This is an optimization exercise on Yosys and OpenROAD, whose aim is small area, not a production implementation.
Function was checked by simulation only, so behaviour that the tests miss may differ from the original.
Power is estimated from default activity; no workload was simulated.

`design/flow/constraint.sdc`:
```
create_clock -name core_clock -period 5.0 [get_ports {clkWizard}]
set_input_delay 1.0000 -clock core_clock [delete_from_list [all_inputs] [get_ports {clkWizard}]]
set_output_delay 1.0000 -clock core_clock [all_outputs]
set_load 0.01 [all_outputs]
```
`design/flow/config.mk`:
```
export PLATFORM = sky130hd
export DESIGN_NAME = tdc_readout_top
export DESIGN_NICKNAME = tdc_readout_top
export VERILOG_FILES = /design/flow/design.v
export SDC_FILE = /design/flow/constraint.sdc
export NUM_CORES = 4
export LEC_CHECK = 0
export CAP_MARGIN = 20
export CORE_MARGIN = 2
export CORE_UTILIZATION = 60
export CTS_BUF_LIST = sky130_fd_sc_hd__clkbuf_8
export CTS_CLUSTER_DIAMETER = 60
export CTS_CLUSTER_SIZE = 20
export SLEW_MARGIN = 20
```
`design/flow/design.v`:
```
`timescale 1ns/100ps
`default_nettype none
package tdc_readout_pkg;
    localparam int NB_BYTE        = 8;
    localparam int BYTES_PER_WORD = 4;
    localparam int NB_WORD        = NB_BYTE * BYTES_PER_WORD;
    localparam int NB_FINE   = 12;
    localparam int NB_COARSE = NB_WORD - NB_FINE;
    localparam int UART_DATA_BITS  = 8;
    localparam int UART_FRAME_BITS = UART_DATA_BITS + 2;
    typedef struct packed {
        logic [NB_COARSE-1:0] coarse_count;
        logic [NB_FINE-1:0]   fine_code;
    } tdc_meas_t;
    typedef union packed {
        tdc_meas_t                              meas;
        logic [BYTES_PER_WORD-1:0][NB_BYTE-1:0] bytes;
    } tdc_word_u;
endpackage
`default_nettype wire
`timescale 1ns/100ps
`default_nettype none
module tdc_readout_top
#(
    parameter int FIFO_STAGES  = 4,
    parameter int STAGE_DEPTH  = 8,
    parameter int CLKS_PER_BIT = 64,
    parameter int READ_LIMIT   = 1024
) (
    input  wire            clkWizard,
    input  wire            finish_mem_reset,
    input  wire            measure_done,
    input  wire [31:0]     measure_word,
    input  wire            start_writing,
    input  wire            start_reading,
    output logic           led_write_err,
    output logic           led_write_stage,
    output logic           led_read_stage,
    output logic           tx
);
    localparam int DEPTH = FIFO_STAGES * STAGE_DEPTH;    
    localparam int PAIRS = DEPTH / 2;
    localparam int CW    = $clog2(DEPTH + 1);            
    localparam int SW    = $clog2(DEPTH);                
    wire rst = finish_mem_reset;
    logic writing, reading;
    wire  idle = !writing && !reading;
    wire  writing_nx = !rst && (idle ? start_writing : (writing && !start_reading));
    wire  reading_nx = !rst && (reading || (idle ? !start_writing && start_reading
                                                 : (writing && start_reading)));
    always_ff @(posedge clkWizard) begin
        writing <= writing_nx;
        reading <= reading_nx;
    end
    logic [CW-1:0] cnt;
    wire           full = cnt[CW-1];
    logic          can_push;     
    wire           push = measure_done && can_push;
    always_ff @(posedge clkWizard) begin
        if (rst) begin
            led_write_err   <= 1'b0;
            led_write_stage <= 1'b0;
            led_read_stage  <= 1'b0;
        end else begin
            led_write_err   <= measure_done && writing && full;
            led_write_stage <= writing;
            led_read_stage  <= reading;
        end
    end
    logic [2:0] arrived;
    wire        head_valid = arrived[2] && (cnt != '0);
    logic       holding;
    wire        take = reading && head_valid && !holding;
    wire [CW-1:0] cnt_nx = rst  ? '0 :
                           push ? cnt + 1'b1 :
                           take ? cnt - 1'b1 : cnt;
    wire          can_push_nx = writing_nx && !cnt_nx[CW-1];
    always_ff @(posedge clkWizard) begin
        cnt      <= cnt_nx;
        can_push <= can_push_nx;
        if (rst)
            arrived <= '0;
        else
            arrived <= {arrived[1:0], cnt != '0};
    end
    logic          odd;          
    logic          pending;      
    logic          direct;       
    logic          pending_n;    
    logic          direct_n;     
    logic [SW-1:0] shifts;       
    logic          cons_pend;    
    logic          consume;      
    wire align  = reading && (shifts != '0);
    wire rd_go  = (align || cons_pend) && !odd;
    wire shift  = pending || (measure_done && direct) || rd_go;
    wire hold   = pending_n && (!measure_done || direct_n) && !rd_go;
    wire odd_nx     = !rst && !shift && !odd;
    wire pending_nx = !rst && push && (pending || odd);
    wire direct_nx  = can_push_nx && !odd_nx && !pending_nx;
    always_ff @(posedge clkWizard) begin
        odd       <= odd_nx;
        pending   <= pending_nx;
        pending_n <= !pending_nx;
        direct    <= direct_nx;
        direct_n  <= !direct_nx;
        if (rst) begin
            shifts    <= '0;
            cons_pend <= 1'b0;
        end else begin
            if (shift && !cons_pend)
                shifts <= shifts + 1'b1;
            cons_pend <= consume || (cons_pend && odd);
        end
    end
    logic        ph_a, ph_b;
    logic [31:0] dly;
    logic [31:0] pos_e [0:PAIRS-1];
    logic [31:0] pos_o [0:PAIRS-1];
    always_ff @(posedge clkWizard) begin
        if (rst) begin
            ph_a <= 1'b0;
            ph_b <= 1'b0;
        end else begin
            ph_a <= !ph_b;
            ph_b <= ph_a;
        end
    end
    always_ff @(posedge clkWizard) begin
        dly <= measure_word;
    end
    wire [31:0] src_n = ~((dly | {32{pending_n}}) & (measure_word | {32{pending}}));
    wire [31:0] src   = src_n ^ {32{!ph_b}};
    always_ff @(posedge clkWizard) begin
        pos_e[0] <= ~((src | {32{hold}}) & (pos_o[0] | {32{shift}}));
        for (int i = 1; i < PAIRS; i++)
            pos_e[i] <= ~((pos_o[i-1] | {32{hold}}) & (pos_o[i] | {32{shift}}));
        for (int i = 0; i < PAIRS; i++)
            pos_o[i] <= pos_e[i];
    end
    logic [1:0] byte_idx;        
    logic       send;
    logic       busy;
    always_ff @(posedge clkWizard) begin
        if (rst) begin
            holding  <= 1'b0;
            byte_idx <= '0;
            send     <= 1'b0;
        end else begin
            send <= holding && !busy && !send;
            if (take)
                holding <= 1'b1;
            else if (send && byte_idx == 2'd3)
                holding <= 1'b0;
            if (send)
                byte_idx <= byte_idx + 1'b1;
        end
    end
    logic [5:0] tick;
    logic [3:0] bit_idx;
    wire        bit_end = (tick == 6'd63);
    wire [1:0] cur_byte = byte_idx - 1'b1;
    wire       head_bit = pos_o[PAIRS-1][{cur_byte, bit_idx[2:0]}] ^ ph_b;
    logic      pre;
    wire       data_bit = odd ? pre : head_bit;
    always_ff @(posedge clkWizard) begin
        if (!odd)
            pre <= head_bit;
    end
    assign consume = busy && bit_end && (bit_idx == 4'd8) && (cur_byte == 2'd3);
    always_ff @(posedge clkWizard) begin
        if (rst) begin
            busy    <= 1'b0;
            tx      <= 1'b1;
            tick    <= '0;
            bit_idx <= '0;
        end else if (!busy) begin
            if (send) begin
                busy <= 1'b1;
                tx   <= 1'b0;
            end
        end else begin
            tick <= tick + 1'b1;
            if (bit_end) begin
                if (bit_idx == 4'd9) begin
                    busy    <= 1'b0;
                    tx      <= 1'b1;
                    bit_idx <= '0;
                end else begin
                    bit_idx <= bit_idx + 1'b1;
                    tx      <= bit_idx[3] ? 1'b1 : data_bit;
                end
            end
        end
    end
endmodule
`default_nettype wire
```
`design/flow/run.sh`:
```
#!/bin/bash
# synth_recipe.tcl (not shown) runs the flow's synth.tcl, then flattens the netlist and writes it again
# the make line also repeats each setting of config.mk as NAME=value (left out here)
make -C /OpenROAD-flow-scripts/flow DESIGN_CONFIG=/design/flow/config.mk WORK_HOME=/design/flow/orfs CLKGATE_MAP_FILE= SYNTH_SCRIPT=/design/flow/synth_recipe.tcl finish
```
==> impl_metrics.json, run 1 <==
{
  "synth_edf_count": 0,
  "synth_xor_xnor_area_share_pct": 1.55,
  "cts_resized": 0,
  "core_area_mm2": 0.0455,
  "hold_viol_final": 0,
  "synthArstFlopShare_pct": 0,
  "ys_ff_latch": 1101,
  "busiest_layer": "met2",
  "endpoint_kind": "flop",
  "critical-path-top-delay-family": "simple AND/OR/NAND/NOR gates",
  "syn_area_per_cell_um2": 13.8,
  "cap_violations": 0,
  "cts_hold_buf": 0,
  "overflow": 0,
  "ys_seq_area_share_pct": 79.5,
  "antenna_found_initial": 0,
  "min_period_ps": 2850,
  "setup-tns-final_ps": 0,
  "rrSetupSlack_ps": 2160,
  "wl_per_cell_um": 15.0,
  "synthMuxAreaShare_pct": 0.650,
  "p_total_mw": 20.4,
  "die_h_um": 219,
  "clk_latency_ps": 690,
  "cts.sinks": 1101,
  "final_cell_count_no_fill": 2592,
  "rsz0062_at_grt": "no",
  "drive_gt1_share_pct": 4.62,
  "slowest_delay_ps": 590,
  "initial_core_util_pct": 60.9,
  "ys.flop_type": "dfxtp_1",
  "power.leakage_nw": 11.3,
  "grt_util_met3_pct": 2.74,
  "pin_count": 41,
  "critical_path_class": "input port to flop",
  "yosys-top-cells-area": "dfxtp_1, o22ai_1, xnor2_1",
  "layout_setup_ws_ps": 2150,
  "cp_num_buf_inv": 1,
  "worst_ep_arrival_time_ps": 3420,
  "synth_top_cell_by_area": "dfxtp_1",
  "synth_cell_type_count": 45,
  "grtUsageMet1_pct": 22.9,
  "die-area_mm2": 0.0479,
  "finalCritPeriodShare_pct": 57.0,
  "pre_cts_ws_ps": 1440,
  "cts-root-buf": "clkbuf_8",
  "yosys_warnings": 3,
  "drt_iter0_drc": 1029,
  "syn_nets": 2049,
  "required_ps": 5580,
  "grt_pass1_wl_um": 65400,
  "max_freq_mhz": 351,
  "worst-slew-pin-transition_ps": 916,
  "cts.htree.levels": 2,
  "cp-start-kind": "input port",
  "setup_violations": 0,
  "grt_use_met2_pct": 25.2,
  "synth_top_family_by_area": "compound AO/OA/AOI/OAI gates",
  "synth-compound-area-share_pct": 13.1,
  "numCtsBuffers": 61,
  "wl_um": 38800,
  "p_per_area_mw_per_mm2": 699,
  "slew_headroom_pct": 38.9,
  "n_antenna_cell": 0,
  "viasPerCell": 5.48,
  "cts_tree": "done",
  "synthCells": 2004,
  "dp_cells": 2524,
  "port-buffer-count": 40,
  "clk_path_buf_depth": 3,
  "synth_adder_area_share_pct": 0.361,
  "status": "complete, no violations",
  "area_growth_pct": 5.37,
  "first_global_vias": 13800,
  "yosysTopAreaCellShare_pct": 79.5,
  "path_max_fanout": 6,
  "track_usage_pct": 16.2,
  "dp_hpwl_um": 21600,
  "ant_nets": 0,
  "maxSlewViolCount": 0,
  "cts_setup_buffers": 0,
  "row_count": 78,
  "max-vdd-ir-drop_mv": 0.318,
  "yosysMostFrequentCell": "dfxtp_1",
  "hp-class": "flop to flop",
  "slowest_stage": "or4_2",
  "yosys-top-cells-count": "dfxtp_1, o22ai_1, clkbuf_1, buf_4, xnor2_1",
  "critical_path.cell_chain": "clkdlybuf4s50_1, and2_1, or4_2, nor3_1, a21o_1, xor2_1, or3_4, or3_1",
  "drc": 0,
  "clk_pin_slew_ps": 120,
  "firstDrtPassIters": 4,
  "netlist_area_mm2": 0.0277,
  "grt_max_degree": 186,
  "nets": 2032,
  "dr_total_vias": 14200,
  "finClkSkew_ps": 20.0,
  "synth-simple-area-share_pct": 1.95,
  "dieWidth_um": 219,
  "final_util_pct": 64.2,
  "gp_congestion": 0.708
}
## placed cells by master (no fill, tap or decap), types with 3 or more instances in the layout
cell type        Yosys  layout
dfxtp_1           1101    1100
o22ai_1            545     545
clkbuf_8             2      63
xnor2_1             40      40
clkdlybuf4s50_1      0      40
nor2_1              34      34
nand2_1             20      20
mux2i_1             18      18
a21oi_1             14      14
buf_4               45      13
nor2b_1             12      12
inv_1               10      11
xor2_1               9       9
ha_1                 8       8
nand4_1              7       7
nor3_1               6       6
o21ai_0              5       5
a22oi_1              4       4
nand2b_1             3       3
nand3_1              3       3
buf_12               0       3
## cell families after synthesis
group	Yosys count
AND/OR/NAND/NOR	105
buffers and inverters	146
AO/OA/AOI/OAI	577
flip-flops	1101
XOR/XNOR	49
adder cells (fa/ha/maj)	8
multiplexers	18
## power breakdown
group	switching (mW)	internal, mW
combinational	0.722	1.30
sequential	1.64	13.2
clock	2.37	1.19
total	4.74	15.7
## worst paths after layout
| check | from | end | depth (start not counted) |
|---|---|---|---|
| min reg2reg | pos_e[15][8] | pos_o[15][8] | 0 |
| min | pos_e[15][8] | pos_o[15][8] | 0 |
| max | measure_done | direct_n | 8 |
| max reg2reg | shifts[0] | pos_e[3][7] | 7 |
## worst reg2reg max path, cell delays in order (launching register included)
cell and delay, ps:
dfxtp_1 370, inv_1 80, ha_1 130, or4b_1 440, a21oi_1 340, o221a_4 370, buf_4 700, o22ai_1 270
## routing by layer
layer,up-vias,wire length [µm]
met5,-,0
met4,0,979
met3,73,1040
met2,132,16600
met1,6798,20100
li1,7191,-
## flip-flops by register name, summed over array words and instances, names as in the netlist, 2 cells and up
name / count
pos_o: 512
bit_idx: 4
tick: 6
arrived: 3
shifts: 5
dly: 32
byte_idx: 2
pos_e: 512
cnt: 6
## metrics by stage
stage	hold WS, ps	cell area (µm²)
5_1_grt	333	29200
6_report	329	29200
3_3_place_gp	310	28300
3_5_place_dp	312	28300
4_1_cts	333	29200
2_1_floorplan	310	27700
## cell type report
| type | instances | area, µm² |
|---|---|---|
| clock buffer | 63 | 867 |
| timing repair buffer | 56 | 558 |
| tap | 600 | 751 |
| sequential | 1101 | 22000 |
| fill | 3535 | 16300 |
| inverter | 10 | 37.5 |
| multi-input combinational | 757 | 4880 |
| clock inverter | 5 | 62.6 |
==> run 2: changes to the inputs <==
--- a/design/flow/config.mk
+++ b/design/flow/config.mk
@@ -8,7 +8,8 @@
 export CAP_MARGIN = 20
 export CORE_MARGIN = 2
-export CORE_UTILIZATION = 60
-export CTS_BUF_LIST = sky130_fd_sc_hd__clkbuf_8
-export CTS_CLUSTER_DIAMETER = 60
-export CTS_CLUSTER_SIZE = 20
+export CORE_UTILIZATION = 70
+export CTS_BUF_LIST = sky130_fd_sc_hd__clkbuf_16
+export CTS_CLUSTER_DIAMETER = 70
+export CTS_CLUSTER_SIZE = 36
+export PLACE_DENSITY = 0.85
 export SLEW_MARGIN = 20
==> run 2 against run 1 <==
Still clean. Critical path type is now flop to flop. Fmax decreased by 15%. Power up 3.1%. Combinational power rose by 6%.
==> impl_metrics.json, run 2 <==
{
  "status": "complete, no violations",
  "hold_viol_final": 0,
  "setup_violations": 0,
  "cts_tree": "done",
  "netlist_area_mm2": 0.0277,
  "cts.sinks": 1101,
  "row_count": 72,
  "worst-slew-pin-transition_ps": 889,
  "firstDrtPassIters": 5,
  "final_common_cell": "dfxtp_1",
  "synth_edf_count": 0,
  "path_max_fanout": 177,
  "endpoint_kind": "flop",
  "ant_nets": 0,
  "p_total_mw": 21.0,
  "hp-class": "flop to flop",
  "dieWidth_um": 203,
  "layout_common_cells": "dfxtp_1, o22ai_1, xnor2_1, clkdlybuf4s50_1, clkbuf_16",
  "rsz0062_at_grt": "no",
  "initial_core_util_pct": 71.4,
  "critical_path_class": "flop to flop",
  "placed_area_mm2": 0.0282,
  "yosys_warnings": 3,
  "cts-root-buf": "clkbuf_16",
  "cts.htree.levels": 2,
  "num-fill-cells": 2168,
  "area_growth_pct": 5.58,
  "gp_congestion": 0.754,
  "dp_hpwl_um": 24400,
  "finalInstanceArea_mm2": 0.0293,
  "nets": 2006,
  "yosysMostFrequentCell": "dfxtp_1",
  "grt_pass1_wl_um": 70500,
  "largestRegisters": "pos_e: 512 flops, pos_o: 512 flops, dly: 32 flops",
  "grt_max_degree": 178,
  "p_per_area_mw_per_mm2": 719,
  "cts_setup_buffers": 0,
  "min_period_ps": 3360,
  "worst_ep_arrival_time_ps": 3790,
  "dp_cells": 2439,
  "syn_area_per_cell_um2": 13.8,
  "clk_path_buf_depth": 3,
  "syn_nets": 2049,
  "cts_resized": 0,
  "overflow": 0,
  "max-vdd-ir-drop_mv": 0.491,
  "clk_latency_ps": 600,
  "wl_per_cell_um": 17.2,
  "drc": 0,
  "die_h_um": 203,
  "die-area_mm2": 0.0412,
  "synthArstFlopShare_pct": 0,
  "required_ps": 5430,
  "n_antenna_cell": 0,
  "drt_iter0_drc": 884,
  "slew_headroom_pct": 40.7,
  "cap_violations": 0,
  "finalCritPeriodShare_pct": 67.2,
  "synth_top_cell_by_area": "dfxtp_1",
  "cts_hold_buf": 0,
  "antenna_found_initial": 0,
  "power.leakage_nw": 11.3,
  "cp-start-kind": "flop",
  "pin_count": 41,
  "yosys-top-cells-area": "dfxtp_1, o22ai_1, xnor2_1",
  "synthCells": 2004,
  "core_area_mm2": 0.0388,
  "wl_um": 42800,
  "dr_total_vias": 14400,
  "max_freq_mhz": 297,
  "numCtsBuffers": 37,
  "track_usage_pct": 20.6,
  "port-buffer-count": 40,
  "final_cell_count_no_fill": 2486,
  "setup-tns-final_ps": 0,
  "ys_seq_area_share_pct": 79.5,
  "drive_gt1_share_pct": 3.51,
  "ys_ff_latch": 1101,
  "first_global_vias": 14300,
  "yosysTopAreaCellShare_pct": 79.5,
  "whs_ps": 328,
  "synth_cell_type_count": 45,
  "yosys-top-cells-count": "dfxtp_1, o22ai_1, clkbuf_1, buf_4, xnor2_1",
  "maxSlewViolCount": 0,
  "ys.flop_type": "dfxtp_1",
  "finClkSkew_ps": 27.0,
  "viasPerCell": 5.80,
  "clk_pin_slew_ps": 120
}
==> run 2: cell counts after synthesis <==
Identical to the previous run, type by type.
==> run 2: final timing paths <==
path            startpoint             to  slack [ps]  cells after the start
max              shifts[1]   pos_e[2][23]        1640                      7
min          pos_e[10][26]  pos_o[10][26]         330                      0
max reg2reg      shifts[1]   pos_e[2][23]        1640                      7
min reg2reg  pos_e[10][26]  pos_o[10][26]         330                      0
==> run 2: per-stage QoR <==
step | utilization [%] | worst slack [ps]
floorplan | - | 2140
global placement | 72.6 | 1510
detailed placement | 72.6 | 1410
CTS | 75.3 | 1780
global route | 75.4 | 1620
finish | 75.4 | 1640
==> run 2: final cells by class <==
cell class	instances	area [µm²]	share of cell area, %
flip-flops and latches	1101	22000	75.3
clock inverters	7	72.6	0.248
inverters	10	37.5	0.128
well taps	518	648	2.22
multi-input cells	757	4880	16.7
clock buffers	39	976	3.34
repair buffers	54	601	2.05
==> run 2: kinds of logic after synthesis <==
group | synth area share [%]
AO/OA/AOI/OAI | 13.1
AND/OR/NAND/NOR | 1.95
flip-flops | 79.5
buffers and inverters | 2.91
XOR/XNOR | 1.55
multiplexers | 0.650
adder cells (fa/ha/maj) | 0.361
==> run 2: layer usage <==
metal | vias to the layer above | GRT usage, % | wire length (µm)
li1 | 7137 | - | -
met1 | 7005 | 27.0 | 19600
met2 | 202 | 35.6 | 21100
met3 | 79 | 2.78 | 1140
met4 | 0 | 6.73 | 1050
met5 | - | 0 | 0
==> run 2: critical path, stage by stage (launching register included) <==
cell and delay, ps:
dfxtp_1 360, inv_1 100, ha_1 180, or4b_1 470, a21oi_1 430, o221a_4 610
buf_12 470, o22ai_1 270
==> run 2: report_power, final <==
| group | switching [mW] | total (mW) | internal [mW] |
|---|---|---|---|
| registers | 1.83 | 15.0 | 13.2 |
| clock network | 2.41 | 3.86 | 1.45 |
| logic | 0.848 | 2.15 | 1.31 |
| total | 5.09 | 21.0 | 16.0 |
==> run 3: changes to the inputs <==
==> design/flow/flow/run.sh (new file) <==
#!/bin/bash
set -euo pipefail
export BUFFER_PORTS_ARGS="-buffer_cell sky130_fd_sc_hd__buf_1"
export CTS_ARGS="-sink_clustering_enable -repair_clock_nets -sink_clustering_size 20 -sink_clustering_max_diameter 60 -buf_list sky130_fd_sc_hd__clkbuf_8 -dont_use_dummy_load"
bash standard.sh > make.log 2>&1
==> design/flow/standard.sh (new file) <==
#!/bin/bash
# synth_recipe.tcl (not shown) runs the flow's synth.tcl, then flattens the netlist and writes it again
# the make line also repeats each setting of config.mk as NAME=value (left out here)
make -C /OpenROAD-flow-scripts/flow DESIGN_CONFIG=/design/flow/config.mk WORK_HOME=/design/flow/orfs CLKGATE_MAP_FILE= SYNTH_SCRIPT=/design/flow/synth_recipe.tcl "${@:-finish}"
==> design/flow/config.mk (replaced) <==
export PLATFORM = sky130hd
export DESIGN_NAME = tdc_readout_top
export DESIGN_NICKNAME = tdc_readout_top
export VERILOG_FILES = /design/flow/design.v
export SDC_FILE = /design/flow/constraint.sdc
export NUM_CORES = 4
export LEC_CHECK = 0
export CAP_MARGIN = 20
export CORE_MARGIN = 2
export CORE_UTILIZATION = 60
export CTS_BUF_LIST = sky130_fd_sc_hd__clkbuf_8
export CTS_CLUSTER_DIAMETER = 60
export CTS_CLUSTER_SIZE = 20
export SLEW_MARGIN = 20
removed: design/flow/run.sh
==> run 3 against run 2 <==
Critical path depth unchanged. Non-clock buffer count up 6. Sequential cell count is the same. Routed wire length is 9.4% lower. Worst hold slack got worse by 12 ps. Die area grew 16%. Combinational power fell by 7%.
==> impl_metrics.json, run 3 <==
{
  "swShare_pct": 23.2,
  "path_max_fanout": 92,
  "worst-slew-pin-transition_ps": 966,
  "grt_max_degree": 197,
  "cap_violations": 0,
  "numCtsBuffers": 66,
  "slowest_stage": "o221a_4",
  "holdPathStages": 0,
  "synth_edf_count": 0,
  "rrSetupSlack_ps": 1960,
  "clk_path_buf_depth": 3,
  "critical_path.cell_chain": "inv_1, ha_1, or4b_1, a21oi_1, o221a_4, buf_12, o22ai_1",
  "rsz0062_at_grt": "no",
  "maxSlewViolCount": 0,
  "status": "complete, no violations",
  "cts_tree": "done",
  "initial_core_util_pct": 60.9,
  "p_comb_share_pct": 9.9,
  "dr_total_vias": 14100,
  "die_h_um": 219,
  "syn_area_per_cell_um2": 13.8,
  "largestRegisters": "pos_e: 512 flops, pos_o: 512 flops, dly: 32 flops",
  "hp-class": "flop to flop",
  "p_total_mw": 20.4,
  "yosysMostFrequentCell": "dfxtp_1",
  "dp_hpwl_um": 21600,
  "grt_pass1_wl_um": 64700,
  "grtUsageMet1_pct": 22.5,
  "core_area_mm2": 0.0455,
  "first_global_vias": 13600,
  "ys.flop_type": "dfxtp_1",
  "cts_resized": 0,
  "pre_cts_ws_ps": 1870,
  "cp_num_buf_inv": 2,
  "antenna_found_initial": 0,
  "dieWidth_um": 219,
  "synth_top_cell_by_area": "dfxtp_1",
  "row_count": 78,
  "endpoint_kind": "flop",
  "ant_nets": 0,
  "area_growth_pct": 4.68,
  "ys_seq_area_share_pct": 79.5,
  "ys_ff_latch": 1101,
  "setup_violations": 0,
  "cp-start-kind": "flop",
  "worst_ep_arrival_time_ps": 3520,
  "switchingPower_mw": 4.73,
  "synthCells": 2004,
  "yosys-top-cells-count": "dfxtp_1, o22ai_1, clkbuf_1, buf_4, xnor2_1",
  "min_period_ps": 3040,
  "critPathLaunch": "shifts[0]",
  "slowest_delay_ps": 870,
  "slew_headroom_pct": 35.6,
  "gp_congestion": 0.687,
  "n_antenna_cell": 0,
  "r2r_cells": 7,
  "yosys-top-cells-area": "dfxtp_1, o22ai_1, xnor2_1",
  "firstDrtPassIters": 6,
  "required_ps": 5490,
  "seqPwrFrac_pct": 72.7,
  "yosysTopAreaCellShare_pct": 79.5,
  "cts_setup_buffers": 0,
  "hold_viol_final": 0,
  "die-area_mm2": 0.0479,
  "rr_startpoint": "shifts[0]",
  "syn_nets": 2049,
  "grt_use_met2_pct": 25.4,
  "wl_um": 38800,
  "clk_pin_slew_ps": 110,
  "internal_power_mw": 15.7,
  "finalCritPeriodShare_pct": 60.7,
  "pin_count": 41,
  "crit_end": "pos_e[14][19]",
  "power.leakage_nw": 11.2,
  "viasPerCell": 5.42,
  "drc": 0,
  "busiest_layer": "met2",
  "drive_gt1_share_pct": 4.81,
  "synth_cell_type_count": 45,
  "final_common_cell": "dfxtp_1",
  "critical-path-top-delay-family": "compound AO/OA/AOI/OAI gates",
  "cts.htree.levels": 3,
  "clk_latency_ps": 660,
  "track_usage_pct": 16.2,
  "cts-root-buf": "clkbuf_8",
  "netlist_area_mm2": 0.0277,
  "finClkSkew_ps": 59.7,
  "drt_iter0_drc": 932,
  "layout_common_cells": "dfxtp_1, o22ai_1, clkbuf_8",
  "grt_util_met3_pct": 3.60,
  "yosys_warnings": 3,
  "critical_path_class": "flop to flop",
  "wl_per_cell_um": 15.0,
  "overflow": 0,
  "max-vdd-ir-drop_mv": 0.331,
  "cts_hold_buf": 0,
  "p_per_area_mw_per_mm2": 703,
  "setup-tns-final_ps": 0,
  "cts.sinks": 1101,
  "port-buffer-count": 40,
  "layout_setup_ws_ps": 1960,
  "synthArstFlopShare_pct": 0,
  "worstReg2RegEnd": "pos_e[14][19]",
  "cp_num_cells": 7,
  "clockPowerShare_pct": 17.4,
  "max_freq_mhz": 329,
  "nets": 2041
}
## run 3: cell counts after synthesis
No cell type changed its count.
## run 3: cells by family (layout without fill, tap and decap cells)
family,count (synthesis),count (layout),synth area share [%]
flip-flops,1101,1101,79.5
XOR/XNOR,49,49,1.55
AND/OR/NAND/NOR,105,105,1.95
adder cells (fa/ha/maj),8,8,0.361
AO/OA/AOI/OAI,577,577,13.1
buffers and inverters,146,136,2.91
multiplexers,18,18,0.650
## run 3: final cells by class
class                   instances  area (µm²)
fillers                      3542       16500
repair buffers                 60         389
well taps                     600         751
multi-input cells             757        4880
clock buffers                  66         908
inverters                      10        37.5
flip-flops and latches       1101       22000
## run 3: layer usage
layer  wire length [µm]  part of all wire (%)  vias to the layer above
met5                  0                     0                        -
met4                784                   2.0                        0
met3               1110                   2.9                       62
met2              16700                    43                      124
met1              20300                    52                     6669
li1                   -                     -                     7216
## run 3: how the worst min path moves through the flow
stage | startpoint | to | slack, ps
detailed placement | pos_e[0][27] | pos_o[0][27] | 310
CTS | pos_e[13][16] | pos_o[13][16] | 320
finish | pos_e[13][16] | pos_o[13][16] | 320
global route | pos_e[13][16] | pos_o[13][16] | 330
global placement | pos_e[13][11] | pos_o[13][11] | 310
floorplan | pos_e[0][0] | pos_o[0][0] | 310
## run 3: power groups by stage
stage	logic (mW)	clock network, mW	registers (mW)
4_1_cts	2.04	3.74	14.9
6_report	2.01	3.56	14.8
3_5_place_dp	2.04	0	15.1
5_1_grt	2.23	4.03	15.3
2_1_floorplan	1.80	0	14.5
3_3_place_gp	1.92	0	14.9
## run 3: metrics by stage
step                instance area [µm²]  cells  hold WS (ps)  util, %
CTS                               29000   2594           324     63.8
global placement                  28100   2528           309     61.8
finish                            29000   2594           316     63.8
global route                      29000   2594           327     63.8
floorplan                         27700   2004           310        -
detailed placement                28100   2528           312     61.8
==> run 4: changes to the inputs <==
--- a/design/flow/config.mk
+++ b/design/flow/config.mk
@@ -8,7 +8,7 @@
 export CAP_MARGIN = 20
 export CORE_MARGIN = 2
-export CORE_UTILIZATION = 60
+export CORE_UTILIZATION = 70
 export CTS_BUF_LIST = sky130_fd_sc_hd__clkbuf_8
 export CTS_CLUSTER_DIAMETER = 60
-export CTS_CLUSTER_SIZE = 20
+export CTS_CLUSTER_SIZE = 22
 export SLEW_MARGIN = 20
==> run 4 against run 3 <==
Non-clock buffer count decreased by 2. Clock power decreased by 4%. Count of clock-buffer cells in the layout decreased by 5. Synthesized area unchanged. Still clean on timing, DRC and antenna. Combinational power about the same. Worst setup slack improved by 100 ps. Via count increased by 0.23%. Critical path depth unchanged. Register-to-register slack improved by 100 ps.
==> impl_metrics.json, run 4 <==
{
  "setup-tns-final_ps": 0,
  "endpoint_kind": "flop",
  "synthCells": 2004,
  "required_ps": 5520,
  "port-buffer-count": 40,
  "min_period_ps": 2930,
  "layout_common_cells": "dfxtp_1, o22ai_1, clkbuf_8",
  "critical_path_class": "flop to flop",
  "firstDrtPassIters": 6,
  "grt_util_met3_pct": 3.80,
  "synth_cell_type_count": 45,
  "dp_hpwl_um": 22000,
  "grt_max_degree": 260,
  "r2r_cells": 7,
  "worstReg2RegEnd": "pos_e[9][26]",
  "yosys-top-cells-area": "dfxtp_1, o22ai_1, xnor2_1",
  "drt_iter0_drc": 761,
  "power.leakage_nw": 11.2,
  "clk_pin_slew_ps": 110,
  "netlist_area_mm2": 0.0277,
  "cts-root-buf": "clkbuf_8",
  "cts_tree": "done",
  "p_total_mw": 20.3,
  "setup_violations": 0,
  "final_common_cell": "dfxtp_1",
  "syn_area_per_cell_um2": 13.8,
  "nets": 2034,
  "grtUsageMet1_pct": 26.1,
  "cts_resized": 0,
  "clk_latency_ps": 690,
  "rsz0062_at_grt": "no",
  "row_count": 72,
  "hold_viol_final": 0,
  "ys_ff_latch": 1101,
  "busiest_layer": "met2",
  "cts.sinks": 1101,
  "holdPathStages": 0,
  "clk_path_buf_depth": 3,
  "ys.flop_type": "dfxtp_1",
  "finClkSkew_ps": 43.7,
  "overflow": 0,
  "max-vdd-ir-drop_mv": 0.398,
  "yosys_warnings": 3,
  "cts_hold_buf": 0,
  "drive_gt1_share_pct": 4.48,
  "rrSetupSlack_ps": 2070,
  "initial_core_util_pct": 71.4,
  "synthArstFlopShare_pct": 0,
  "area_growth_pct": 4.01,
  "track_usage_pct": 18.8,
  "n_antenna_cell": 0,
  "yosys-top-cells-count": "dfxtp_1, o22ai_1, clkbuf_1, buf_4, xnor2_1",
  "yosysTopAreaCellShare_pct": 79.5,
  "core_area_mm2": 0.0388,
  "ys_seq_area_share_pct": 79.5,
  "synth_edf_count": 0,
  "gp_congestion": 0.710,
  "viasPerCell": 5.63,
  "slew_headroom_pct": 11.0,
  "multi_input_area_mm2": 0.00488,
  "whs_ps": 306,
  "dieWidth_um": 203,
  "final_util_pct": 74.2,
  "wl_per_cell_um": 15.4,
  "worst_ep_arrival_time_ps": 3450,
  "cap_violations": 0,
  "path_max_fanout": 57,
  "grt_pass1_wl_um": 65400,
  "num-fill-cells": 2558,
  "holdPathEnd": "pos_o[0][1]",
  "wl_um": 38500,
  "maxSlewViolCount": 0,
  "worst-slew-pin-transition_ps": 1330,
  "finalCritPeriodShare_pct": 58.6,
  "ant_nets": 0,
  "grt_use_met2_pct": 30.1,
  "die_h_um": 203,
  "p_per_area_mw_per_mm2": 705,
  "largestRegisters": "pos_e: 512 flops, pos_o: 512 flops, dly: 32 flops",
  "syn_nets": 2049,
  "max_freq_mhz": 341,
  "cts.htree.levels": 2,
  "first_global_vias": 13800,
  "dr_total_vias": 14100,
  "pin_count": 41,
  "drc": 0,
  "seq_area_mm2": 0.0220,
  "cp-start-kind": "flop",
  "synth_top_cell_by_area": "dfxtp_1",
  "cts_setup_buffers": 0,
  "status": "complete, no violations",
  "holdCritStartpoint": "pos_e[0][1]",
  "die-area_mm2": 0.0412,
  "antenna_found_initial": 0,
  "hp-class": "flop to flop",
  "rr_startpoint": "shifts[1]",
  "numCtsBuffers": 61,
  "yosysMostFrequentCell": "dfxtp_1"
}
## run 4: final cells by class
| cell class | instances | area share (%) |
|---|---|---|
| sequential | 1101 | 76.5 |
| multi-input combinational | 757 | 16.9 |
| clock buffer | 61 | 2.91 |
| timing repair buffer | 58 | 1.30 |
| inverter | 10 | 0.130 |
| tap | 518 | 2.25 |
## run 4: cell families (layout without fill, tap and decap cells)
| logic type | after synthesis | count (layout) | synth area share, % |
|---|---|---|---|
| AOI/OAI and AO/OA | 577 | 577 | 13.1 |
| xor gates and xnor gates | 49 | 49 | 1.55 |
| buffers and inverters | 146 | 129 | 2.91 |
| and+or+nand+nor | 105 | 105 | 1.95 |
| DFF | 1101 | 1101 | 79.5 |
| muxes | 18 | 18 | 0.650 |
| adders and majority gates | 8 | 8 | 0.361 |
## run 4: worst max-delay path, stage by stage, from the launching register on
cell and delay, ps:
dfxtp_1 350, inv_1 80, ha_1 140, or4b_1 420, a21oi_1 340, o221a_4 840
buf_4 420, o22ai_1 140
## run 4: metrics by stage
stage | instances | cell area, µm² | worst slack (ps)
global placement | 2444 | 28000 | 1880
detailed placement | 2444 | 28000 | 1850
CTS | 2505 | 28800 | 2050
global route | 2505 | 28800 | 1870
floorplan | 2004 | 27700 | 2140
finish | 2505 | 28800 | 2070
## run 4: how the worst max path moves through the flow
| stage | startpoint | to | slack, ps |
|---|---|---|---|
| 6_report | shifts[1] | pos_e[9][26] | 2070 |
| 5_1_grt | shifts[1] | pos_e[9][26] | 1870 |
| 4_1_cts | shifts[0] | pos_e[9][26] | 2050 |
| 3_5_place_dp | measure_done | direct_n | 1850 |
| 3_3_place_gp | measure_done | direct_n | 1880 |
| 2_1_floorplan | measure_done | direct_n | 2140 |
## run 4: metal layers
layer  vias to the layer above  part of all wire (%)
met5                         -                     0
met1                      6679                    51
met4                         0                   2.4
met2                       149                    43
li1                       7211                     -
met3                        65                   3.1
## run 4: report_power, final
part	internal [mW]	switching, mW
clock network	1.10	2.32
registers	13.2	1.68
logic	1.29	0.742
==> run 5: changes to the inputs <==
==> design/flow/flow/run.sh (replaced) <==
#!/bin/bash
set -euo pipefail
export BUFFER_PORTS_ARGS="-buffer_cell sky130_fd_sc_hd__buf_1"
export CTS_ARGS="-sink_clustering_enable -repair_clock_nets -sink_clustering_size 22 -sink_clustering_max_diameter 60 -buf_list sky130_fd_sc_hd__clkbuf_8 -dont_use_dummy_load"
bash standard.sh > make.log 2>&1
--- a/design/flow/config.mk
+++ b/design/flow/config.mk
@@ -8,5 +8,5 @@
 export CAP_MARGIN = 20
 export CORE_MARGIN = 2
-export CORE_UTILIZATION = 70
+export CORE_UTILIZATION = 66
 export CTS_BUF_LIST = sky130_fd_sc_hd__clkbuf_8
 export CTS_CLUSTER_DIAMETER = 60
==> run 5 against run 4 <==
Still clean. Synthesized cell count is the same. Critical path depth unchanged. Non-clock buffer count decreased by 5. Largest power group unchanged.
==> impl_metrics.json, run 5 <==
{
  "status": "complete, no violations",
  "p_total_mw": 20.2,
  "yosysTopAreaCellShare_pct": 79.5,
  "ys.flop_type": "dfxtp_1",
  "initial_core_util_pct": 66.5,
  "syn_nets": 2049,
  "placed_area_mm2": 0.0279,
  "pre_cts_ws_ps": 1840,
  "synthArstFlopShare_pct": 0,
  "wl_per_cell_um": 15.4,
  "yosysMostFrequentCell": "dfxtp_1",
  "finalInstanceArea_mm2": 0.0287,
  "finClkSkew_ps": 66.3,
  "core_area_mm2": 0.0417,
  "gp_congestion": 0.698,
  "max_freq_mhz": 342,
  "endpoint_kind": "flop",
  "dieWidth_um": 209,
  "whs_ps": 312,
  "cts_tree": "done",
  "worst_ep_arrival_time_ps": 3460,
  "pin_count": 41,
  "seq_area_mm2": 0.0220,
  "cap_violations": 0,
  "yosys-top-cells-count": "dfxtp_1, o22ai_1, clkbuf_1, buf_4, xnor2_1",
  "n_antenna_cell": 0,
  "netlist_area_mm2": 0.0277,
  "clk_pin_slew_ps": 120,
  "largestRegisters": "pos_e: 512 flops, pos_o: 512 flops, dly: 32 flops",
  "dp_hpwl_um": 21400,
  "die_h_um": 209,
  "nets": 2025,
  "worst-slew-pin-transition_ps": 1070,
  "die-area_mm2": 0.0436,
  "drt_iter0_drc": 951,
  "viasPerCell": 5.52,
  "wl_um": 38700,
  "syn_area_per_cell_um2": 13.8,
  "min_period_ps": 2920,
  "multi_input_area_mm2": 0.00488,
  "path_max_fanout": 177,
  "p_per_area_mw_per_mm2": 703,
  "antenna_found_initial": 0,
  "max-vdd-ir-drop_mv": 0.420,
  "synthCells": 2004,
  "dp_cells": 2460,
  "first_global_vias": 13600,
  "ant_nets": 0,
  "maxSlewViolCount": 0,
  "hold_viol_final": 0,
  "clk_path_buf_depth": 3,
  "ys_seq_area_share_pct": 79.5,
  "layout_setup_ws_ps": 2080,
  "synth_top_cell_by_area": "dfxtp_1",
  "synth_cell_type_count": 45,
  "cts.sinks": 1101,
  "grt_max_degree": 230,
  "final_util_pct": 69.0,
  "critical_path_class": "flop to flop",
  "grt_pass1_wl_um": 64800,
  "finalCritPeriodShare_pct": 58.4,
  "cts_hold_buf": 0,
  "dr_total_vias": 13900,
  "cts.htree.levels": 2,
  "synth_edf_count": 0,
  "yosys_warnings": 3,
  "yosys-top-cells-area": "dfxtp_1, o22ai_1, xnor2_1",
  "power.leakage_nw": 11.1,
  "drc": 0,
  "setup_violations": 0,
  "ys_ff_latch": 1101,
  "numCtsBuffers": 57,
  "cts-root-buf": "clkbuf_8",
  "slew_headroom_pct": 28.7,
  "final_cell_count_no_fill": 2517,
  "firstDrtPassIters": 6,
  "rsz0062_at_grt": "no",
  "overflow": 0,
  "cts_resized": 0,
  "layout_common_cells": "dfxtp_1, o22ai_1, clkbuf_8",
  "area_growth_pct": 3.68,
  "track_usage_pct": 17.5,
  "row_count": 75,
  "port-buffer-count": 40,
  "cp-start-kind": "flop",
  "hp-class": "flop to flop",
  "cts_setup_buffers": 0,
  "final_common_cell": "dfxtp_1",
  "required_ps": 5540,
  "num-fill-cells": 3027,
  "clk_latency_ps": 690,
  "setup-tns-final_ps": 0,
  "drive_gt1_share_pct": 4.04
}
==> run 5: cell counts after synthesis <==
No cell type changed its count.
==> run 5: metal layers <==
layer / up-vias / part of all wire, % / track usage [%]
li1: 7162 / - / -
met1: 6580 / 52 / 25.1
met2: 107 / 43 / 27.3
met3: 56 / 2.8 / 3.04
met4: 0 / 2.2 / 5.91
met5: - / 0 / 0
==> run 5: power breakdown <==
group	internal (mW)	total (mW)	switching (mW)
Clock	1.03	3.36	2.33
Combinational	1.28	2.00	0.723
Sequential	13.2	14.8	1.65
==> run 5: cell type report <==
class                   instances  share of cell area [%]
multi-input cells             757                    17.0
well taps                     539                    2.35
flip-flops and latches       1101                    76.7
inverters                      10                   0.131
repair buffers                 53                    1.08
clock buffers                  57                    2.73
==> run 5: logic make-up (layout without fill, tap and decap cells) <==
group	count (synthesis)	count (layout)	share of synthesized area, %
AO/OA/AOI/OAI	577	577	13.1
XOR/XNOR	49	49	1.55
adder cells (fa/ha/maj)	8	8	0.361
buffers and inverters	146	120	2.91
flip-flops	1101	1101	79.5
multiplexers	18	18	0.650
AND/OR/NAND/NOR	105	105	1.95
==> run 5: path summary, 6_finish.rpt <==
path,cells after the start,slack [ps],startpoint,to
max,7,2080,shifts[1],pos_e[0][16]
min,0,310,pos_e[14][31],pos_o[14][31]
max reg2reg,7,2080,shifts[1],pos_e[0][16]
min reg2reg,0,310,pos_e[14][31],pos_o[14][31]
==> run 5: worst max-delay path: stages (launching register included) <==
cell     delay (ps)
dfxtp_1         350
inv_1            80
ha_1            130
or4b_1          430
a21oi_1         330
o221a_4         530
buf_12          600
o22ai_1         200
==> run 6: changes to the inputs <==
--- a/design/flow/config.mk
+++ b/design/flow/config.mk
@@ -8,7 +8,9 @@
 export CAP_MARGIN = 20
 export CORE_MARGIN = 2
-export CORE_UTILIZATION = 66
+export CORE_UTILIZATION = 60
 export CTS_BUF_LIST = sky130_fd_sc_hd__clkbuf_8
 export CTS_CLUSTER_DIAMETER = 60
 export CTS_CLUSTER_SIZE = 22
+export GPL_ROUTABILITY_DRIVEN = 0
+export GPL_TIMING_DRIVEN = 0
 export SLEW_MARGIN = 20
==> run 6 against run 5 <==
Utilization decreased by 4.3 points. Count of clock-buffer cells in the layout up 1. Highest routed layer unchanged. Die area increased by 9.8%. First-iteration DRC count shrank 40%. Clock skew barely moved. Synthesized area did not move. Sequential power barely moved. Critical endpoint is now pos_e[15][2]. Still clean. Power is 1.0% higher.
==> impl_metrics.json, run 6 <==
{
  "ys.flop_type": "dfxtp_1",
  "critical_path_class": "flop to flop",
  "cap_violations": 0,
  "cts_tree": "done",
  "min_period_ps": 2860,
  "worst-slew-pin-transition_ps": 986,
  "critical_path.cell_chain": "inv_1, ha_1, or4b_1, a21oi_1, o21ai_2, clkbuf_1, clkbuf_1, o22ai_1",
  "clk_latency_ps": 700,
  "largestRegisters": "pos_e: 512 flops, pos_o: 512 flops, dly: 32 flops",
  "cts_setup_buffers": 0,
  "layout_common_cells": "dfxtp_1, o22ai_1, clkbuf_1",
  "setup-tns-final_ps": 0,
  "drive_gt1_share_pct": 6.04,
  "rsz0062_at_grt": "no",
  "antenna_found_initial": 0,
  "synthArstFlopShare_pct": 0,
  "cts.htree.levels": 2,
  "clk_pin_slew_ps": 120,
  "n_antenna_cell": 0,
  "initial_core_util_pct": 60.9,
  "grt_pass1_wl_um": 69400,
  "wl_um": 42500,
  "crit_top_cell": "clkbuf_1",
  "row_count": 78,
  "die_h_um": 219,
  "synth_edf_count": 0,
  "firstDrtPassIters": 4,
  "synthCells": 2004,
  "pin_count": 41,
  "finalCritPeriodShare_pct": 57.2,
  "max_freq_mhz": 350,
  "placed_area_mm2": 0.0286,
  "synth_cell_type_count": 45,
  "viasPerCell": 5.26,
  "slowest_delay_ps": 730,
  "endpoint_kind": "flop",
  "cts-root-buf": "clkbuf_8",
  "cp-start-kind": "flop",
  "yosysMostFrequentCell": "dfxtp_1",
  "required_ps": 5520,
  "syn_nets": 2049,
  "path_max_fanout": 10,
  "worst_ep_arrival_time_ps": 3380,
  "drc": 0,
  "nets": 2149,
  "overflow": 0,
  "final_common_cell": "dfxtp_1",
  "clk_path_buf_depth": 3,
  "slew_headroom_pct": 34.2,
  "ys_seq_area_share_pct": 79.5,
  "finClkSkew_ps": 66.7,
  "whs_ps": 313,
  "hp-class": "flop to flop",
  "syn_area_per_cell_um2": 13.8,
  "track_usage_pct": 17.9,
  "cts_hold_buf": 0,
  "dieWidth_um": 219,
  "hold_viol_final": 0,
  "p_per_area_mw_per_mm2": 694,
  "die-area_mm2": 0.0479,
  "power.leakage_nw": 11.4,
  "synth_top_cell_by_area": "dfxtp_1",
  "dp_cells": 2644,
  "wl_per_cell_um": 15.7,
  "netlist_area_mm2": 0.0277,
  "final_util_pct": 64.7,
  "drt_iter0_drc": 573,
  "slowest_stage": "o21ai_2",
  "first_global_vias": 14100,
  "cts_resized": 0,
  "grt_max_degree": 23,
  "status": "complete, no violations",
  "final_cell_count_no_fill": 2702,
  "yosys-top-cells-count": "dfxtp_1, o22ai_1, clkbuf_1, buf_4, xnor2_1",
  "setup_violations": 0,
  "maxSlewViolCount": 0,
  "dr_total_vias": 14200,
  "ant_nets": 0,
  "dp_hpwl_um": 30100,
  "area_growth_pct": 6.13,
  "finalInstanceArea_mm2": 0.0294,
  "ys_ff_latch": 1101,
  "cts.sinks": 1101,
  "core_area_mm2": 0.0455,
  "yosys-top-cells-area": "dfxtp_1, o22ai_1, xnor2_1",
  "yosys_warnings": 3,
  "yosysTopAreaCellShare_pct": 79.5,
  "max-vdd-ir-drop_mv": 0.343,
  "numCtsBuffers": 58,
  "port-buffer-count": 40
}
[run 6: cell types whose count changed in the layout (fill, tap and decap cells not counted), sizes merged]
cell	delta
clkbuf	+75
buf	+49
[run 6: worst paths after layout]
check | start | end | slack [ps] | cells after the start
setup / recovery | shifts[0] | pos_e[15][2] | 2140 | 8
hold / removal | pos_e[3][29] | pos_o[3][29] | 310 | 0
setup reg to reg | shifts[0] | pos_e[15][2] | 2140 | 8
hold reg to reg | pos_e[3][29] | pos_o[3][29] | 310 | 0
[run 6: layout make-up]
type / count / area (µm²)
plain buffers: 136 / 768
clock buffers: 58 / 798
fillers: 3589 / 16100
inverters: 10 / 37.5
multi-input cells: 757 / 4870
flip-flops and latches: 1101 / 22000
well taps: 600 / 751
repair buffers: 40 / 150
[run 6: critical path: cells and delay by family (launching register included)]
family | cells | cell delay (ps)
and+or+nand+nor | 1 | 170
adders and majority gates | 1 | 190
AOI/OAI and AO/OA | 3 | 950
buffers and inverters | 3 | 970
DFF | 1 | 420
[run 6: routing by layer]
layer	vias up	track usage [%]	wire (µm)	part of all wire [%]
li1	7439	-	-	-
met1	6586	21.4	19100	45
met2	125	32.9	21400	50
met3	65	2.81	1110	2.6
met4	0	5.74	947	2.2
met5	-	0	0	0
[run 6: power by group]
group / switching [mW] / internal [mW]
Clock: 2.36 / 1.05
Combinational: 0.749 / 1.33
Sequential: 1.74 / 13.2
Total: 4.85 / 15.6
[run 6: cell families (layout without fill, tap and decap cells)]
kind of cell | Yosys count | after routing | synth area share (%)
adders and majority gates | 8 | 8 | 0.361
DFF | 1101 | 1101 | 79.5
xor gates and xnor gates | 49 | 49 | 1.55
and+or+nand+nor | 105 | 105 | 1.95
buffers and inverters | 146 | 244 | 2.91
muxes | 18 | 18 | 0.650
AOI/OAI and AO/OA | 577 | 577 | 13.1
[run 6: metrics by stage]
| step | setup slack [ps] | total power, mW |
|---|---|---|
| 2_1_floorplan | 2140 | 16.3 |
| 3_3_place_gp | 1870 | 17.0 |
| 3_5_place_dp | 1840 | 17.3 |
| 5_1_grt | 1970 | 21.6 |
| 4_1_cts | 2180 | 20.6 |
| 6_report | 2140 | 20.4 |
==> run 7: changes to the inputs <==
--- a/design/flow/config.mk
+++ b/design/flow/config.mk
@@ -6,5 +6,5 @@
 export NUM_CORES = 4
 export LEC_CHECK = 0
-export CAP_MARGIN = 20
+export CAP_MARGIN = 5
 export CORE_MARGIN = 2
 export CORE_UTILIZATION = 60
@@ -12,5 +12,3 @@
 export CTS_CLUSTER_DIAMETER = 60
 export CTS_CLUSTER_SIZE = 22
-export GPL_ROUTABILITY_DRIVEN = 0
-export GPL_TIMING_DRIVEN = 0
-export SLEW_MARGIN = 20
+export SLEW_MARGIN = 5
==> run 7 against run 6 <==
First-iteration DRC count up 64%. Non-clock buffer count down 116. Worst hold slack better by 5.1 ps. Routed wire length down 9.4%. Final area down 1.8%. Clock power down 2%. Synthesized area unchanged. Power down 1.1%. Count of clock-buffer cells in the layout down 1. Critical path depth down 1. Die area unchanged. Sequential share of layout area up 1.4 points. Critical path type unchanged.
==> impl_metrics.json, run 7 <==
{
  "min_period_ps": 2990,
  "gp_congestion": 0.687,
  "synth_edf_count": 0,
  "p_per_area_mw_per_mm2": 698,
  "endpoint_kind": "flop",
  "internal_power_mw": 15.5,
  "ys_ff_latch": 1101,
  "syn_nets": 2049,
  "seqPwrFrac_pct": 73.5,
  "setup-tns-final_ps": 0,
  "p_comb_share_pct": 10.0,
  "yosys-top-cells-count": "dfxtp_1, o22ai_1, clkbuf_1, buf_4, xnor2_1",
  "viasPerCell": 5.40,
  "whs_ps": 318,
  "finalCritPeriodShare_pct": 59.8,
  "dieWidth_um": 219,
  "cp-start-kind": "flop",
  "drc": 0,
  "numCtsBuffers": 57,
  "synthCells": 2004,
  "firstDrtPassIters": 4,
  "slew_headroom_pct": 30.7,
  "cap_violations": 0,
  "rsz0062_at_grt": "no",
  "hp-class": "flop to flop",
  "maxSlewViolCount": 0,
  "yosysTopAreaCellShare_pct": 79.5,
  "die_h_um": 219,
  "cts_tree": "done",
  "drive_gt1_share_pct": 4.38,
  "grt_max_degree": 197,
  "max-vdd-ir-drop_mv": 0.307,
  "dr_total_vias": 14000,
  "max_freq_mhz": 335,
  "row_count": 78,
  "overflow": 0,
  "hold_viol_final": 0,
  "drt_iter0_drc": 939,
  "n_antenna_cell": 0,
  "cts_setup_buffers": 0,
  "clk_path_buf_depth": 3,
  "wl_per_cell_um": 14.9,
  "nets": 2032,
  "syn_area_per_cell_um2": 13.8,
  "setup_violations": 0,
  "clockPowerShare_pct": 16.6,
  "yosys-top-cells-area": "dfxtp_1, o22ai_1, xnor2_1",
  "synth_cell_type_count": 45,
  "dp_hpwl_um": 21600,
  "grt_pass1_wl_um": 64500,
  "track_usage_pct": 16.0,
  "synth_top_cell_by_area": "dfxtp_1",
  "layout_common_cells": "dfxtp_1, o22ai_1, clkbuf_8",
  "yosys_warnings": 3,
  "synthArstFlopShare_pct": 0,
  "initial_core_util_pct": 60.9,
  "cts_resized": 0,
  "switchingPower_mw": 4.67,
  "ant_nets": 0,
  "required_ps": 5540,
  "first_global_vias": 13600,
  "core_area_mm2": 0.0455,
  "cts-root-buf": "clkbuf_8",
  "pre_cts_ws_ps": 1870,
  "worst_ep_arrival_time_ps": 3520,
  "netlist_area_mm2": 0.0277,
  "die-area_mm2": 0.0479,
  "swShare_pct": 23.2,
  "yosysMostFrequentCell": "dfxtp_1",
  "cts.sinks": 1101,
  "cts.htree.levels": 2,
  "dp_cells": 2528,
  "path_max_fanout": 92,
  "ys.flop_type": "dfxtp_1",
  "clk_pin_slew_ps": 120,
  "num-fill-cells": 3552,
  "antenna_found_initial": 0,
  "finClkSkew_ps": 53.9,
  "final_cell_count_no_fill": 2585,
  "clk_latency_ps": 680,
  "critical_path_class": "flop to flop",
  "port-buffer-count": 40,
  "ys_seq_area_share_pct": 79.5,
  "worst-slew-pin-transition_ps": 1040,
  "pin_count": 41,
  "wl_um": 38500,
  "p_total_mw": 20.2,
  "area_growth_pct": 4.24,
  "largestRegisters": "pos_e: 512 flops, pos_o: 512 flops, dly: 32 flops",
  "cts_hold_buf": 0,
  "final_common_cell": "dfxtp_1",
  "status": "complete, no violations",
  "power.leakage_nw": 11.1,
  "layout_setup_ws_ps": 2010
}
==> run 7: changes by cell type in the layout (fill, tap and decap cells not counted), moves of 3 or more <==
| cell | delta |
|---|---|
| clkbuf_1 | -73 |
| buf_4 | -32 |
| buf_6 | -8 |
| buf_12 | +7 |
| buf_2 | -7 |
| clkbuf_8 | -3 |
==> run 7: cells by family (layout without fill, tap and decap cells) <==
logic type                 after synthesis  in the layout  share of synthesized area (%)
DFF                                   1101           1101                           79.5
AOI/OAI and AO/OA                      577            577                           13.1
buffers and inverters                  146            127                           2.91
and+or+nand+nor                        105            105                           1.95
xor gates and xnor gates                49             49                           1.55
muxes                                   18             18                          0.650
adders and majority gates                8              8                          0.361
==> run 7: layout make-up <==
class,instances,area [µm²],area share [%]
Inverter,10,37.5,0.130
Multi-Input combinational cell,757,4880,16.9
Tap cell,600,751,2.60
Sequential cell,1101,22000,76.3
Timing Repair Buffer,60,389,1.35
Clock buffer,57,785,2.72
==> run 7: worst paths after layout <==
path | startpoint | endpoint | cells past startpoint | slack, ps
worst max-delay path | shifts[0] | pos_e[10][18] | 7 | 2010
worst min-delay path | pos_e[15][9] | pos_o[15][9] | 0 | 320
worst max register to register | shifts[0] | pos_e[10][18] | 7 | 2010
worst min register to register | pos_e[15][9] | pos_o[15][9] | 0 | 320
==> run 7: layer usage <==
layer / GRT usage, % / share of wire (%) / vias up
li1: - / - / 7197
met1: 22.5 / 52 / 6617
met2: 25.4 / 43 / 103
met3: 2.83 / 2.8 / 48
met4: 5.18 / 1.9 / 0
met5: 0 / 0 / -
==> run 7: power by group through the flow <==
stage / combinational [mW] / clock (mW) / sequential, mW
floorplan: 1.80 / 0 / 14.5
global placement: 1.92 / 0 / 14.9
detailed placement: 2.04 / 0 / 15.1
CTS: 2.04 / 3.51 / 14.9
global route: 2.23 / 3.81 / 15.3
finish: 2.01 / 3.34 / 14.8
==> run 7: critical path, stage by stage, from the launching register on <==
cell     delay, ps
dfxtp_1        360
inv_1           80
ha_1           140
or4b_1         430
a21oi_1        340
o221a_4        870
buf_12         430
o22ai_1        160
==> run 7: through the flow <==
stage	utilization [%]	area, µm²
6_report	63.5	28900
4_1_cts	63.5	28900
3_5_place_dp	61.8	28100
5_1_grt	63.5	28900
2_1_floorplan	-	27700
3_3_place_gp	61.8	28100
==> run 8: changes to the inputs <==
--- a/design/flow/config.mk
+++ b/design/flow/config.mk
@@ -6,5 +6,5 @@
 export NUM_CORES = 4
 export LEC_CHECK = 0
-export CAP_MARGIN = 5
+export CAP_MARGIN = 20
 export CORE_MARGIN = 2
 export CORE_UTILIZATION = 60
@@ -12,3 +12,3 @@
 export CTS_CLUSTER_DIAMETER = 60
 export CTS_CLUSTER_SIZE = 22
-export SLEW_MARGIN = 5
+export SLEW_MARGIN = 20
==> run 8 against run 7 <==
Count of clock-buffer cells in the layout did not move. Worst setup slack did not move. Synthesized cell count did not move. Largest power group unchanged. Worst hold slack did not move. Highest routed layer unchanged. Global-route usage did not move. Still clean. Non-clock buffer count did not move. Die area did not move. Clock power barely moved. Via count did not move. Sequential cell count did not move. First-iteration DRC count did not move.
==> impl_metrics.json, run 8 <==
{
  "synthCells": 2004,
  "finClkSkew_ps": 53.9,
  "dp_cells": 2528,
  "slowest_delay_ps": 870,
  "first_global_vias": 13600,
  "cp-start-kind": "flop",
  "p_comb_share_pct": 10.0,
  "dp_hpwl_um": 21600,
  "clockPowerShare_pct": 16.6,
  "clk_pin_slew_ps": 120,
  "final_cell_count_no_fill": 2585,
  "max-vdd-ir-drop_mv": 0.307,
  "dieWidth_um": 219,
  "drive_gt1_share_pct": 4.38,
  "track_usage_pct": 16.0,
  "layout_setup_ws_ps": 2010,
  "worst-slew-pin-transition_ps": 1040,
  "setup-tns-final_ps": 0,
  "port-buffer-count": 40,
  "syn_nets": 2049,
  "slew_headroom_pct": 30.7,
  "synth_edf_count": 0,
  "dr.max_layer_used": "met4",
  "netlist_area_mm2": 0.0277,
  "critical_path_class": "flop to flop",
  "finalCritPeriodShare_pct": 59.8,
  "yosysTopAreaCellShare_pct": 79.5,
  "met2_length_um": 16700,
  "critical_path.cell_chain": "inv_1, ha_1, or4b_1, a21oi_1, o221a_4, buf_12, o22ai_1",
  "area_growth_pct": 4.24,
  "endpoint_kind": "flop",
  "seqPwrFrac_pct": 73.5,
  "ys.flop_type": "dfxtp_1",
  "cts_tree": "done",
  "p_per_area_mw_per_mm2": 698,
  "ys_seq_area_share_pct": 79.5,
  "core_area_mm2": 0.0455,
  "antenna_found_initial": 0,
  "ys_ff_latch": 1101,
  "yosys-top-cells-area": "dfxtp_1, o22ai_1, xnor2_1",
  "cts_resized": 0,
  "row_count": 78,
  "gp_congestion": 0.687,
  "cap_violations": 0,
  "rsz0062_at_grt": "no",
  "power.leakage_nw": 11.1,
  "cts.htree.levels": 2,
  "synthArstFlopShare_pct": 0,
  "clk_path_buf_depth": 3,
  "internal_power_mw": 15.5,
  "initial_core_util_pct": 60.9,
  "wl_met3_um": 1070,
  "die-area_mm2": 0.0479,
  "yosys_warnings": 3,
  "grt_pass1_wl_um": 64500,
  "drc": 0,
  "seq_area_mm2": 0.0220,
  "maxSlewViolCount": 0,
  "n_antenna_cell": 0,
  "syn_area_per_cell_um2": 13.8,
  "overflow": 0,
  "max_freq_mhz": 335,
  "path_max_fanout": 92,
  "hp-class": "flop to flop",
  "hold_viol_final": 0,
  "cts-root-buf": "clkbuf_8",
  "synth_top_cell_by_area": "dfxtp_1",
  "cts_hold_buf": 0,
  "multi_input_area_mm2": 0.00488,
  "yosysMostFrequentCell": "dfxtp_1",
  "whs_ps": 318,
  "dr_total_vias": 14000,
  "synth_cell_type_count": 45,
  "pin_count": 41,
  "wl_um": 38500,
  "slowest_stage": "o221a_4",
  "critical-path-top-delay-family": "compound AO/OA/AOI/OAI gates",
  "cts.sinks": 1101,
  "wl_per_cell_um": 14.9,
  "pre_cts_ws_ps": 1870,
  "swShare_pct": 23.2,
  "clk_latency_ps": 680,
  "numCtsBuffers": 57,
  "grt_max_degree": 197,
  "cts_setup_buffers": 0,
  "yosys-top-cells-count": "dfxtp_1, o22ai_1, clkbuf_1, buf_4, xnor2_1",
  "status": "complete, no violations",
  "layout_common_cells": "dfxtp_1, o22ai_1, clkbuf_8",
  "nets": 2032,
  "wl_met1_um": 20000,
  "required_ps": 5540,
  "worst_ep_arrival_time_ps": 3520,
  "die_h_um": 219,
  "ant_nets": 0,
  "firstDrtPassIters": 4,
  "drt_iter0_drc": 939,
  "largestRegisters": "pos_e: 512 flops, pos_o: 512 flops, dly: 32 flops",
  "viasPerCell": 5.40,
  "switchingPower_mw": 4.67,
  "final_common_cell": "dfxtp_1",
  "num-fill-cells": 3552,
  "min_period_ps": 2990,
  "cp_num_buf_inv": 2,
  "setup_violations": 0
}
-- run 8: cell counts after synthesis --
Identical to the previous run, type by type.
-- run 8: path summary, 6_finish.rpt --
kind,startpoint,endpoint,slack [ps],cells past startpoint
worst max-delay path,shifts[0],pos_e[10][18],2010,7
worst min-delay path,pos_e[15][9],pos_o[15][9],320,0
worst max register to register,shifts[0],pos_e[10][18],2010,7
worst min register to register,pos_e[15][9],pos_o[15][9],320,0
-- run 8: layout make-up --
| cell class | count | area share [%] |
|---|---|---|
| multi-input cells | 757 | 16.9 |
| flip-flops and latches | 1101 | 76.3 |
| well taps | 600 | 2.60 |
| clock buffers | 57 | 2.72 |
| repair buffers | 60 | 1.35 |
| inverters | 10 | 0.130 |
-- run 8: logic make-up after synthesis --
group                      Yosys count  synth area share, %
AOI/OAI and AO/OA                  577                 13.1
xor gates and xnor gates            49                 1.55
adders and majority gates            8                0.361
buffers and inverters              146                 2.91
DFF                               1101                 79.5
muxes                               18                0.650
and+or+nand+nor                    105                 1.95
-- run 8: power groups by stage --
| stage | combinational (mW) | sequential (mW) | clock (mW) |
|---|---|---|---|
| floorplan | 1.80 | 14.5 | 0 |
| global placement | 1.92 | 14.9 | 0 |
| detailed placement | 2.04 | 15.1 | 0 |
| CTS | 2.04 | 14.9 | 3.51 |
| global route | 2.23 | 15.3 | 3.81 |
| finish | 2.01 | 14.8 | 3.34 |
-- run 8: per-stage QoR --
stage               power [mW]  cell area [µm²]  util (%)
finish                    20.2            28900      63.5
global route              21.4            28900      63.5
CTS                       20.4            28900      63.5
detailed placement        17.1            28100      61.8
global placement          16.8            28100      61.8
floorplan                 16.3            27700         -
-- run 8: routing by layer --
layer | up-vias | GRT usage (%)
li1 | 7197 | -
met1 | 6617 | 22.5
met2 | 103 | 25.4
met3 | 48 | 2.83
met4 | 0 | 5.18
met5 | - | 0
==> run 9: changes to the inputs <==
--- a/design/flow/config.mk
+++ b/design/flow/config.mk
@@ -8,5 +8,5 @@
 export CAP_MARGIN = 20
 export CORE_MARGIN = 2
-export CORE_UTILIZATION = 60
+export CORE_UTILIZATION = 74
 export CTS_BUF_LIST = sky130_fd_sc_hd__clkbuf_8
 export CTS_CLUSTER_DIAMETER = 60
==> run 9 against run 8 <==
Critical path depth stayed put. Final area decreased by 0.70%. Utilization up 14 points. Clock skew is 13 ps lower. Register-to-register slack got worse by 50 ps. Routed wire length shrank 2.4%. Fmax decreased by 1.7%. Critical path type unchanged. Count of clock-buffer cells in the layout decreased by 1. Combinational power barely moved. Still clean.
==> impl_metrics.json, run 9 <==
{
  "status": "complete, no violations",
  "cts_tree": "done",
  "synth_edf_count": 0,
  "drive_gt1_share_pct": 4.09,
  "cts_setup_buffers": 0,
  "clockPowerShare_pct": 16.3,
  "setup-tns-final_ps": 0,
  "ant_nets": 0,
  "swShare_pct": 23.3,
  "cap_violations": 0,
  "area_growth_pct": 3.51,
  "layout_setup_ws_ps": 1960,
  "power.leakage_nw": 11.1,
  "internal_power_mw": 15.5,
  "drc": 0,
  "yosysMostFrequentCell": "dfxtp_1",
  "gp_congestion": 0.761,
  "synth_top_cell_by_area": "dfxtp_1",
  "critical_path_class": "flop to flop",
  "finClkSkew_ps": 41.1,
  "p_total_mw": 20.2,
  "dr_total_vias": 14000,
  "p_comb_share_pct": 10.1,
  "dp_hpwl_um": 21600,
  "yosys-top-cells-area": "dfxtp_1, o22ai_1, xnor2_1",
  "seqPwrFrac_pct": 73.6,
  "met2_length_um": 16400,
  "rsz0062_at_grt": "no",
  "syn_nets": 2049,
  "yosys_warnings": 3,
  "syn_area_per_cell_um2": 13.8,
  "max-vdd-ir-drop_mv": 0.368,
  "initial_core_util_pct": 75.3,
  "synth_cell_type_count": 45,
  "endpoint_kind": "flop",
  "clk_pin_slew_ps": 120,
  "die-area_mm2": 0.0390,
  "antenna_found_initial": 0,
  "worst_ep_arrival_time_ps": 3560,
  "overflow": 0,
  "layout_common_cells": "dfxtp_1, o22ai_1, clkbuf_8",
  "final_cell_count_no_fill": 2448,
  "final_util_pct": 78.0,
  "viasPerCell": 5.72,
  "track_usage_pct": 19.3,
  "synthArstFlopShare_pct": 0,
  "cts.htree.levels": 2,
  "grt_pass1_wl_um": 63100,
  "hp-class": "flop to flop",
  "wl_met3_um": 993,
  "dp_cells": 2391,
  "row_count": 70,
  "min_period_ps": 3040,
  "clk_path_buf_depth": 3,
  "firstDrtPassIters": 4,
  "first_global_vias": 13500,
  "ys_seq_area_share_pct": 79.5,
  "port-buffer-count": 40,
  "ys_ff_latch": 1101,
  "switchingPower_mw": 4.71,
  "hold_viol_final": 0,
  "drt_iter0_drc": 667,
  "nets": 2026,
  "ys.flop_type": "dfxtp_1",
  "wl_per_cell_um": 15.3,
  "finalCritPeriodShare_pct": 60.8,
  "dieWidth_um": 198,
  "worst-slew-pin-transition_ps": 941,
  "die_h_um": 198,
  "cts_hold_buf": 0,
  "dr.max_layer_used": "met4",
  "cp-start-kind": "flop",
  "wl_met1_um": 19200,
  "required_ps": 5520,
  "slew_headroom_pct": 37.3,
  "cts-root-buf": "clkbuf_8",
  "cts.sinks": 1101,
  "netlist_area_mm2": 0.0277,
  "max_freq_mhz": 329,
  "pin_count": 41,
  "largestRegisters": "pos_e: 512 flops, pos_o: 512 flops, dly: 32 flops",
  "yosys-top-cells-count": "dfxtp_1, o22ai_1, clkbuf_1, buf_4, xnor2_1",
  "yosysTopAreaCellShare_pct": 79.5,
  "path_max_fanout": 69,
  "numCtsBuffers": 56,
  "clk_latency_ps": 690,
  "wl_um": 37600,
  "cts_resized": 0,
  "setup_violations": 0,
  "core_area_mm2": 0.0368,
  "p_per_area_mw_per_mm2": 704,
  "synthCells": 2004,
  "maxSlewViolCount": 0,
  "final_common_cell": "dfxtp_1",
  "pre_cts_ws_ps": 1850,
  "grt_max_degree": 182
}
run 9: changes by cell type in the layout (fill, tap and decap cells not counted), sizes merged:
cell    previous run  this run
clkbuf            58        57
diode              0         1
buf               59        54
run 9: final cells by class:
type / instances / area, µm²
antenna: 1 / 2.50
clock buffer: 56 / 771
fill: 2240 / 8100
inverter: 10 / 37.5
multi-input combinational: 757 / 4880
sequential: 1101 / 22000
tap: 468 / 586
timing repair buffer: 55 / 364
run 9: through the flow:
stage               hold slack (ps)  cell area [µm²]
finish                          319            28700
global route                    334            28700
CTS                             322            28700
detailed placement              312            27900
global placement                310            27900
floorplan                       310            27700
run 9: kinds of logic after synthesis:
family	share of synthesized area, %
flip-flops	79.5
buffers and inverters	2.91
XOR/XNOR	1.55
multiplexers	0.650
AND/OR/NAND/NOR	1.95
AO/OA/AOI/OAI	13.1
adder cells (fa/ha/maj)	0.361
run 9: worst max-delay path, cell delays in order, from the launching register on:
cell and delay, ps:
dfxtp_1 370, inv_1 70, ha_1 130, or4b_1 420
a21oi_1 360, o221a_4 860, buf_4 470, o22ai_1 150
run 9: worst paths after layout:
check	end	slack, ps	from	cells after the start
worst max-delay path	pos_e[12][24]	1960	shifts[0]	7
worst min-delay path	pos_o[9][29]	320	pos_e[9][29]	0
worst max register to register	pos_e[12][24]	1960	shifts[0]	7
worst min register to register	pos_o[9][29]	320	pos_e[9][29]	0
run 9: power by group through the flow:
stage	logic (mW)	clock network [mW]	registers, mW
after floorplan	1.80	0	14.5
after global placement	1.91	0	14.9
after detailed placement	2.05	0	15.1
after CTS	2.06	3.42	14.9
after global routing	2.26	3.70	15.3
final	2.03	3.30	14.9
run 9: per-layer routing:
| layer | global-route usage (%) | vias to the layer above |
|---|---|---|
| met4 | 6.52 | 0 |
| met2 | 30.8 | 124 |
| met1 | 27.1 | 6619 |
| met5 | 0 | - |
| met3 | 3.45 | 71 |
| li1 | - | 7180 |

Re-timed with assumed drivers on the ports (clkbuf_16 on the clock, buf_2 on other inputs), run 9 has 1.960 ns of setup slack against 1.960 ns with ideal ports, and 1.854 ns once port delays also move by the mid clock arrival of 0.716 ns.
